From an optimization exercise on the open Yosys and OpenROAD flow, aimed at small area; shortcuts taken in it are not production practice. The RTL was checked by simulation tests, not by an equivalence proof against the original design. Power is estimated from default activity; no workload was simulated.

`design/flow/config.mk`:
```
export PLATFORM = sky130hd
export DESIGN_NAME = cgra_row_top
export DESIGN_NICKNAME = cgra_row_top
export VERILOG_FILES = /design/flow/design.v
export SDC_FILE = /design/flow/constraint.sdc
export NUM_CORES = 8
export LEC_CHECK = 0
export CAP_MARGIN = 20
export CORE_MARGIN = 2
export CORE_UTILIZATION = 30
export PLACE_DENSITY = 0.42
export SLEW_MARGIN = 20
export SYNTH_MEMORY_MAX_BITS = 8192
```
`design/flow/constraint.sdc`:
```
create_clock -name core_clock -period 13.0 [get_ports {clk}]
set_input_delay 2.6000 -clock core_clock [delete_from_list [all_inputs] [get_ports {clk}]]
set_output_delay 2.6000 -clock core_clock [all_outputs]
set_load 0.01 [all_outputs]
```
`design/flow/design.v`:
```
package cgra_types_pkg;
    typedef logic [32-1:0] word_t;
    typedef logic [8-1:0] addr_t;
    typedef logic [32-1:0] cfg_word_t;    
    typedef struct packed {
        word_t pe3;
        word_t pe2;
        word_t pe1;
        word_t pe0;
    } row_edge_t;
    typedef struct packed {
        logic  rd;
        logic  wr;
        addr_t addr;
        word_t wdata;
    } bank_req_t;
endpackage
package cgra_isa_pkg;
    typedef logic [2:0] pe_op_e;
    localparam pe_op_e op_pass = 0;
    localparam pe_op_e op_add = 1;
    localparam pe_op_e op_sub = 2;
    localparam pe_op_e op_mul = 3;
    localparam pe_op_e op_and = 4;
    localparam pe_op_e op_or = 5;
    localparam pe_op_e op_xor = 6;
    typedef logic [2:0] port_sel_e;
    localparam port_sel_e sel_n = 0;
    localparam port_sel_e sel_s = 1;
    localparam port_sel_e sel_w = 2;
    localparam port_sel_e sel_e = 3;
    localparam port_sel_e sel_self = 4;
    typedef logic [1:0] lsu_mode_e;
    localparam lsu_mode_e lsu_idle = 0;
    localparam lsu_mode_e lsu_load = 1;
    localparam lsu_mode_e lsu_store = 2;
    typedef struct packed {
        pe_op_e    op;
        port_sel_e src_a;
        port_sel_e src_b;
        logic [3:0] out_mask;    
    } pe_inst_t;
    typedef struct packed {
        lsu_mode_e mode;
        logic [8-1:0] base;
        logic [8-1:0] stride;
    } lsu_inst_t;
    localparam int mask_n = 3;
    localparam int mask_s = 2;
    localparam int mask_w = 1;
    localparam int mask_e = 0;
    function automatic logic [32-1:0] pe_pick(port_sel_e sel, logic [32-1:0] n, logic [32-1:0] s, logic [32-1:0] w,
                                      logic [32-1:0] e, logic [32-1:0] self);
        case (sel)
            sel_n: pe_pick = n;
            sel_s: pe_pick = s;
            sel_w: pe_pick = w;
            sel_e: pe_pick = e;
            sel_self: pe_pick = self;    
            default: pe_pick = '0;
        endcase
    endfunction
    function automatic logic [32-1:0] pe_alu(pe_op_e op, logic [32-1:0] a, logic [32-1:0] b);
        case (op)
            op_add: pe_alu = a + b;
            op_sub: pe_alu = a - b;
            op_mul: pe_alu = a * b;      
            op_and: pe_alu = a & b;
            op_or: pe_alu = a | b;
            op_xor: pe_alu = a ^ b;
            default: pe_alu = a;          
        endcase
    endfunction
endpackage
`timescale 1ns/1ps
module pe_d (
    input  logic      clk,
    input  logic      rst,
    input  logic      init,
    input  logic      run,
    input  cgra_types_pkg::cfg_word_t inst_in,
    input  cgra_types_pkg::word_t     din_n,
    input  cgra_types_pkg::word_t     din_s,
    input  cgra_types_pkg::word_t     din_w,
    input  cgra_types_pkg::word_t     din_e,
    output cgra_types_pkg::word_t     dout_n,
    output cgra_types_pkg::word_t     dout_s,
    output cgra_types_pkg::word_t     dout_w,
    output cgra_types_pkg::word_t     dout_e
);
    cgra_isa_pkg::pe_inst_t inst;
    cgra_types_pkg::word_t    res;
    cgra_types_pkg::word_t    opa;
    cgra_types_pkg::word_t    opb;
    always_ff @(posedge clk) begin
        if (rst) begin
            inst <= '0;
        end else if (init) begin
            inst <= inst_in[31 -: 13];    
        end
    end
    assign opa = cgra_isa_pkg::pe_pick(inst.src_a, din_n, din_s, din_w, din_e, res);
    assign opb = cgra_isa_pkg::pe_pick(inst.src_b, din_n, din_s, din_w, din_e, res);
    always_ff @(posedge clk) begin
        if (rst) begin
            res <= '0;
        end else if (run) begin
            res <= cgra_isa_pkg::pe_alu(inst.op, opa, opb);    
        end
    end
    assign dout_n = inst.out_mask[cgra_isa_pkg::mask_n] ? res : '0;
    assign dout_s = inst.out_mask[cgra_isa_pkg::mask_s] ? res : '0;
    assign dout_w = inst.out_mask[cgra_isa_pkg::mask_w] ? res : '0;
    assign dout_e = inst.out_mask[cgra_isa_pkg::mask_e] ? res : '0;
endmodule
`timescale 1ns/1ps
module pe_c (
    input  logic      clk,
    input  logic      rst,
    input  logic      init,
    input  logic      run,
    input  cgra_types_pkg::cfg_word_t inst_in,
    input  cgra_types_pkg::word_t     din_n,
    input  cgra_types_pkg::word_t     din_s,
    input  cgra_types_pkg::word_t     din_w,
    output cgra_types_pkg::word_t     dout_n,
    output cgra_types_pkg::word_t     dout_s,
    output cgra_types_pkg::word_t     dout_w
);
    cgra_isa_pkg::pe_inst_t inst;
    cgra_types_pkg::word_t    res;
    cgra_types_pkg::word_t    opa;
    cgra_types_pkg::word_t    opb;
    always_ff @(posedge clk) begin
        if (rst) begin
            inst <= '0;
        end else if (init) begin
            inst <= inst_in[31 -: 13];
        end
    end
    assign opa = cgra_isa_pkg::pe_pick(inst.src_a, din_n, din_s, din_w, '0, res);
    assign opb = cgra_isa_pkg::pe_pick(inst.src_b, din_n, din_s, din_w, '0, res);
    always_ff @(posedge clk) begin
        if (rst) begin
            res <= '0;
        end else if (run) begin
            res <= cgra_isa_pkg::pe_alu(inst.op, opa, opb);
        end
    end
    assign dout_n = inst.out_mask[cgra_isa_pkg::mask_n] ? res : '0;
    assign dout_s = inst.out_mask[cgra_isa_pkg::mask_s] ? res : '0;
    assign dout_w = inst.out_mask[cgra_isa_pkg::mask_w] ? res : '0;    
endmodule
`timescale 1ns/1ps
module lsu (
    input  logic      clk,
    input  logic      rst,
    input  logic      init,
    input  logic      run,
    input  cgra_types_pkg::cfg_word_t inst_in,
    input  cgra_types_pkg::word_t     pe_in,
    input  cgra_types_pkg::word_t     bank_rdata,
    output cgra_types_pkg::word_t     lsu_to_pe,
    output cgra_types_pkg::bank_req_t req
);
    cgra_isa_pkg::lsu_inst_t inst;
    cgra_types_pkg::addr_t     count;
    logic      streaming;
    logic      rd_q;
    always_ff @(posedge clk) begin
        if (rst) begin
            inst <= '0;
        end else if (init) begin
            inst <= inst_in[17:0];    
        end
    end
    assign streaming = run && (inst.mode == cgra_isa_pkg::lsu_load || inst.mode == cgra_isa_pkg::lsu_store);
    always_ff @(posedge clk) begin
        if (rst || init) begin
            count <= '0;
        end else if (streaming) begin
            count <= count + 1'b1;
        end
    end
    always_comb begin
        req.rd    = run && inst.mode == cgra_isa_pkg::lsu_load;
        req.wr    = run && inst.mode == cgra_isa_pkg::lsu_store;
        req.addr  = inst.base + count * inst.stride;    
        req.wdata = pe_in;
    end
    always_ff @(posedge clk) begin
        if (rst) begin
            rd_q      <= 1'b0;
            lsu_to_pe <= '0;
        end else begin
            rd_q <= req.rd;
            if (rd_q) begin
                lsu_to_pe <= bank_rdata;
            end
        end
    end
endmodule
`timescale 1ns/1ps
module pe_row (
    input  logic       clk,
    input  logic       rst,
    input  logic       init_en,
    input  logic       run,
    input  logic [4:0] init_sel,
    input  cgra_types_pkg::cfg_word_t  pe_config,
    input  cgra_types_pkg::row_edge_t  n_in,
    input  cgra_types_pkg::row_edge_t  s_in,
    output cgra_types_pkg::row_edge_t  n_out,
    output cgra_types_pkg::row_edge_t  s_out,
    input  cgra_types_pkg::word_t      bank_rdata,
    output cgra_types_pkg::bank_req_t  req
);
    localparam int last = 4 - 1;
    logic [4:0] init_unit;
    cgra_types_pkg::word_t [4-1:0] n_in_w, s_in_w, n_out_w, s_out_w;
    cgra_types_pkg::word_t      w_in  [4];    
    cgra_types_pkg::word_t      w_out [4];    
    assign init_unit = init_sel & {5{init_en}};    
    assign n_in_w = n_in;
    assign s_in_w = s_in;
    assign n_out  = n_out_w;
    assign s_out  = s_out_w;
    lsu lsu_i (
        .clk        (clk),
        .rst        (rst),
        .init       (init_unit[4]),
        .run        (run),
        .inst_in    (pe_config),
        .pe_in      (w_out[0]),
        .bank_rdata (bank_rdata),
        .lsu_to_pe  (w_in[0]),
        .req        (req)
    );
    for (genvar i = 0; i < last; i++) begin : g_pe
        pe_d pe_d_i (
            .clk     (clk),
            .rst     (rst),
            .init    (init_unit[last-i]),
            .run     (run),
            .inst_in (pe_config),
            .din_n   (n_in_w[i]),
            .din_s   (s_in_w[i]),
            .din_w   (w_in[i]),
            .din_e   (w_out[i+1]),
            .dout_n  (n_out_w[i]),
            .dout_s  (s_out_w[i]),
            .dout_w  (w_out[i]),
            .dout_e  (w_in[i+1])
        );
    end
    pe_c pe_c_i (
        .clk     (clk),
        .rst     (rst),
        .init    (init_unit[0]),
        .run     (run),
        .inst_in (pe_config),
        .din_n   (n_in_w[last]),
        .din_s   (s_in_w[last]),
        .din_w   (w_in[last]),
        .dout_n  (n_out_w[last]),
        .dout_s  (s_out_w[last]),
        .dout_w  (w_out[last])
    );
endmodule
`timescale 1ns/1ps
module cbg_bank (
    input  logic      clk,
    input  logic      rst,
    input  logic      run,
    input  cgra_types_pkg::bank_req_t req,
    input  logic      host_we,
    input  cgra_types_pkg::addr_t     host_addr,
    input  cgra_types_pkg::word_t     host_wdata,
    output cgra_types_pkg::word_t     rdata
);
    cgra_types_pkg::word_t mem [256];
    always_ff @(posedge clk) begin
        if (req.wr) begin
            mem[req.addr] <= req.wdata;
        end else if (host_we && !run) begin
            mem[host_addr] <= host_wdata;    
        end
    end
    always_ff @(posedge clk) begin
        if (rst) begin
            rdata <= '0;
        end else if (req.rd) begin
            rdata <= mem[req.addr];
        end
    end
endmodule
`timescale 1ns/1ps
module cgra_row_top (
    input  logic       clk,
    input  logic       rst,
    input  logic       init_en,
    input  logic       run,
    input  logic [4:0] init_sel,
    input  cgra_types_pkg::cfg_word_t  pe_config,
    input  cgra_types_pkg::row_edge_t  n_in,
    input  cgra_types_pkg::row_edge_t  s_in,
    output cgra_types_pkg::row_edge_t  n_out,
    output cgra_types_pkg::row_edge_t  s_out,
    input  logic       host_we,
    input  cgra_types_pkg::addr_t      host_addr,
    input  cgra_types_pkg::word_t      host_wdata
);
    cgra_types_pkg::bank_req_t req;
    cgra_types_pkg::word_t     bank_rdata;
    pe_row pe_row_i (
        .clk        (clk),
        .rst        (rst),
        .init_en    (init_en),
        .run        (run),
        .init_sel   (init_sel),
        .pe_config  (pe_config),
        .n_in       (n_in),
        .s_in       (s_in),
        .n_out      (n_out),
        .s_out      (s_out),
        .bank_rdata (bank_rdata),
        .req        (req)
    );
    cbg_bank cbg_bank_i (
        .clk        (clk),
        .rst        (rst),
        .run        (run),
        .req        (req),
        .host_we    (host_we),
        .host_addr  (host_addr),
        .host_wdata (host_wdata),
        .rdata      (bank_rdata)
    );
endmodule
```
`design/flow/run.sh`:
```
#!/bin/bash
# synth_recipe.tcl (not shown) runs the flow's synth.tcl, then flattens the netlist and writes it again
# the make line also repeats each setting of config.mk as NAME=value (left out here)
make -C /OpenROAD-flow-scripts/flow DESIGN_CONFIG=/design/flow/config.mk WORK_HOME=/design/flow/orfs CLKGATE_MAP_FILE= SYNTH_SCRIPT=/design/flow/synth_recipe.tcl finish
```
==> results_dict.tcl <==
set metrics [dict create \
    holdPathEnd "pe_row_i.g_pe[2].pe_d_i.res[26]" \
    crit_path_max_incr_delay_ps 790 \
    final_nets 28600 \
    ir_drop_mv 1.46 \
    avgSynthCellArea_um2 16.8 \
    ys_seq_elements 8462 \
    die_w_um 1170 \
    fin_area_um2 476000 \
    numCtsBuffers 918 \
    rsz0062_at_grt "no" \
    relSlewSlack 0.115 \
    post_cts.resized_instances 0 \
    power.density_nw_per_um2 258 \
    p_leak_nw 163 \
    setup-tns-final_ps 0 \
    min_from "pe_row_i.g_pe[2].pe_d_i.res[26]" \
    worst-path-buf-inv 7 \
    setup_viol 0 \
    critPathCaptureType "register" \
    die_h_um 1170 \
    initial_core_util 0.301 \
    area_growth_pct 15.9 \
    placed_cell_area_um2 446000 \
    port-buffer-count 592 \
    critPathArrivalTime_ps 12060 \
    crit_required_ps 13990 \
    syn-num-nets 27300 \
    worstHoldPathCells 2 \
    drive_above_1_share 0.216 \
    min_period_over_period 0.852 \
    ioPinCount 594 \
    place_congestion 0.961 \
    drv_cap 0 \
    finalClockSkew_ps 155 \
    ys_warn_count 7 \
    drt_wl_total_um 1610000 \
    slowest_stage "clkdlybuf4s50_1" \
    crit_type "in -> reg" \
    fin_crit_ps 11070 \
    vias 235000 \
    hold_class "reg -> reg" \
    r2r_cells 28 \
    grt_overflow_total 0 \
    clkTransAtPathRegs_ps 50 \
    fill_cells 130000 \
    utilization 0.349 \
    hold_ws_ps 453 \
    hold_viol 0 \
    grt_pass1_wl_um 2170000 \
    cpMostUsedCell "fa_1" \
    via_per_inst 5.26 \
    synth.top_cell.area_share 0.599 \
    synth_edf_count 8192 \
    crit_path_start_kind "input port" \
    die_area_um2 1380000 \
    core_um2 1360000 \
    synth_seq_area_share 0.612 \
    status "complete, no violations" \
    clkLatencyLatePin_ps 1280 \
    hpwl_um 1070000 \
    synth_area_um2 411000 \
    drc 0 \
    grt_pass1_vias 242000 \
    ys_dominant_reg_cell "edfxtp_1" \
    crit_family "adder cells" \
    tightest_slew_ps 1330 \
    place_inst 42900 \
    seqCellArea_um2 251000 \
    stdcell_count 44700 \
    clock.fmax_mhz 90.3 \
    cts_tree "yes" \
    wl_per_cell_um 36.0 \
    first_iter_violations 25700 \
    holdBufCountCts 0 \
    htreeDepth 6 \
    cts_setup_buffers 0 \
    synth_top_cell_by_area "edfxtp_1" \
    synth_async_sr_flop_share 0 \
    drtPass1Iterations 6 \
    clockRootBuffer "clkbuf_16" \
    ant_nets 0 \
    synthCells 24400 \
    grt_max_degree 205 \
    synth_cell_types 107 \
    multi_input_area_um2 149000 \
    synthTopCellsByArea "edfxtp_1, mux4_2, fa_1, ha_1, inv_1" \
    grt_usage 0.229 \
    cp_max_fo 17 \
    drv_slew 0 \
    rows 429 \
    reg2reg_setup_slack_ps 2230 \
    reg2reg_from "pe_row_i.g_pe[0].pe_d_i.inst[6]" \
    cts_sinks 8462 \
    r2r-end "pe_row_i.g_pe[0].pe_d_i.res[23]" \
    cts_max_path_buffers 5 \
    antenna_found_initial 206 \
]
-- per-layer routing --
metal  vias to the layer above  track usage  routed length, um
li1                      95200            -                  -
met2                      8718        0.365             749000
met4                        50        0.109              88000
met1                    129000        0.305             672000
met3                      2336       0.0398              99500
met5                         -            0                317
-- final cells by class --
cell class / instances / share of cell area
repair buffers: 1770 / 0.0330
diodes: 147 / 0.000773
well taps: 18100 / 0.0476
inverters: 2139 / 0.0169
clock buffers: 1167 / 0.0505
multi-input cells: 12400 / 0.312
flip-flops and latches: 8462 / 0.528
clock inverters: 530 / 0.0109
-- cells in the mapped netlist, types with 42 or more instances --
cell and number:
a21o_1 120, clkinv_1 54, o21ai_1 63, a211oi_1 43
a21oi_1 472, a31oi_1 42, nand3b_1 54, xnor2_1 483
nand3_1 51, o22ai_1 138, ha_1 896, nor2_1 1729
dfxtp_1 270, o21ai_0 344, fa_1 1654, o21ai_2 57
nor2b_1 52, nor3_1 72, nand2b_1 52, xor2_1 94
and2_1 289, edfxtp_1 8192, a221oi_1 152, o211ai_1 59
a22oi_1 196, buf_1 239, clkbuf_1 1011, inv_1 2060
buf_2 104, mux2_2 44, a2bb2oi_1 149, nand2_1 1551
mux4_2 2688, o21a_1 128, mux2i_1 352
-- cells in the final DEF (no fill, tap or decap), drive strengths merged, types with 270 or more instances in the layout --
cell type,netlist,layout
dfxtp,270,270
mux2i,352,352
ha,896,896
clkinv,54,476
mux4,2688,2688
nand2,1554,1554
nor2,1730,1730
and2,289,289
inv,2085,2103
fa,1654,1654
o21ai,464,464
xnor2,484,484
edfxtp,8192,8192
clkdlybuf4s50,0,590
clkbuf,1018,1167
buf,388,1180
a21oi,474,474
-- logic make-up (layout without fill, tap and decap cells) --
group                      after synthesis  after routing  share of synthesized area
AOI/OAI and AO/OA                     2186           2186                     0.0359
xor gates and xnor gates               582            582                     0.0126
adders and majority gates             2550           2550                      0.108
buffers and inverters                 3545           5606                     0.0333
DFF                                   8462           8462                      0.612
muxes                                 3086           3086                      0.157
other                                    0            147                          0
and+or+nand+nor                       3989           3989                     0.0410
-- state kept, by name (all words and copies together) (netlist names) --
register / cells
pe_row_i.lsu_i.count: 8
pe_row_i.pe_c_i.inst: 12
pe_row_i.lsu_i.lsu_to_pe: 32
pe_row_i.g_pe.pe_d_i.inst: 39
pe_row_i.lsu_i.rd_q: 1
cbg_bank_i.mem: 8192
pe_row_i.lsu_i.inst: 18
pe_row_i.g_pe.pe_d_i.res: 96
pe_row_i.pe_c_i.res: 32
cbg_bank_i.rdata: 32
-- power by group --
part / total, W / leakage, nW / internal [W] / switching [W]
clock network: 0.0257 / 14.2 / 0.0144 / 0.0112
logic: 0.0668 / 68.2 / 0.0262 / 0.0405
registers: 0.0302 / 80.6 / 0.0300 / 0.000202
total: 0.123 / 163 / 0.0706 / 0.0520
-- through the flow --
step / setup WS (ps) / total power [W]
after global routing: 1630 / 0.130
after global placement: 885 / 0.0972
after CTS: 2210 / 0.123
after detailed placement: 925 / 0.0971
final: 1930 / 0.123
after floorplan: -2600 / 0.0724
-- worst min-delay path, delay by kind of cell (launching register included) --
kind / cells / cell delay, ps
DFF: 1 / 320
and+or+nand+nor: 1 / 40
AOI/OAI and AO/OA: 1 / 50
-- worst max path at each step --
stage | start | endpoint | slack, ps | depth (start not counted)
6_report | n_in[69] | pe_row_i.g_pe[2].pe_d_i.res[27] | 1930 | 31
5_1_grt | n_in[69] | pe_row_i.g_pe[2].pe_d_i.res[27] | 1630 | 29
4_1_cts | s_in[8] | pe_row_i.g_pe[0].pe_d_i.res[23] | 2210 | 27
3_5_place_dp | s_in[8] | pe_row_i.g_pe[0].pe_d_i.res[23] | 920 | 27
3_3_place_gp | s_in[8] | pe_row_i.g_pe[0].pe_d_i.res[23] | 890 | 27
2_1_floorplan | run | cbg_bank_i.mem[0][23] | -2600 | 6

==> what the ideal ports hide <==
The results above use ideal ports. As a check the final layout listed here was re-extracted and re-timed, cells and wires unchanged.
Step 1 assumes that a clkbuf_16 drives the clock port and a buf_2 every other input.
Step 2 times the ports against the registers' clock, not the clock port: input delays grow and output delays shrink by t, the midpoint of the rising clock arrivals with the driver on.
Slacks: no drivers / after step 1 / after step 2; pairs: no drivers / after step 1.
t, ns: 1.340
setup WS [ns]: 1.930 / 2.049 / 0.709
worst data-port slew with drivers (ns): 0.43
After both steps this run still meets setup and hold. The setup slack of this run moves by +0.119 ns with the drivers and by -1.221 ns with both steps.
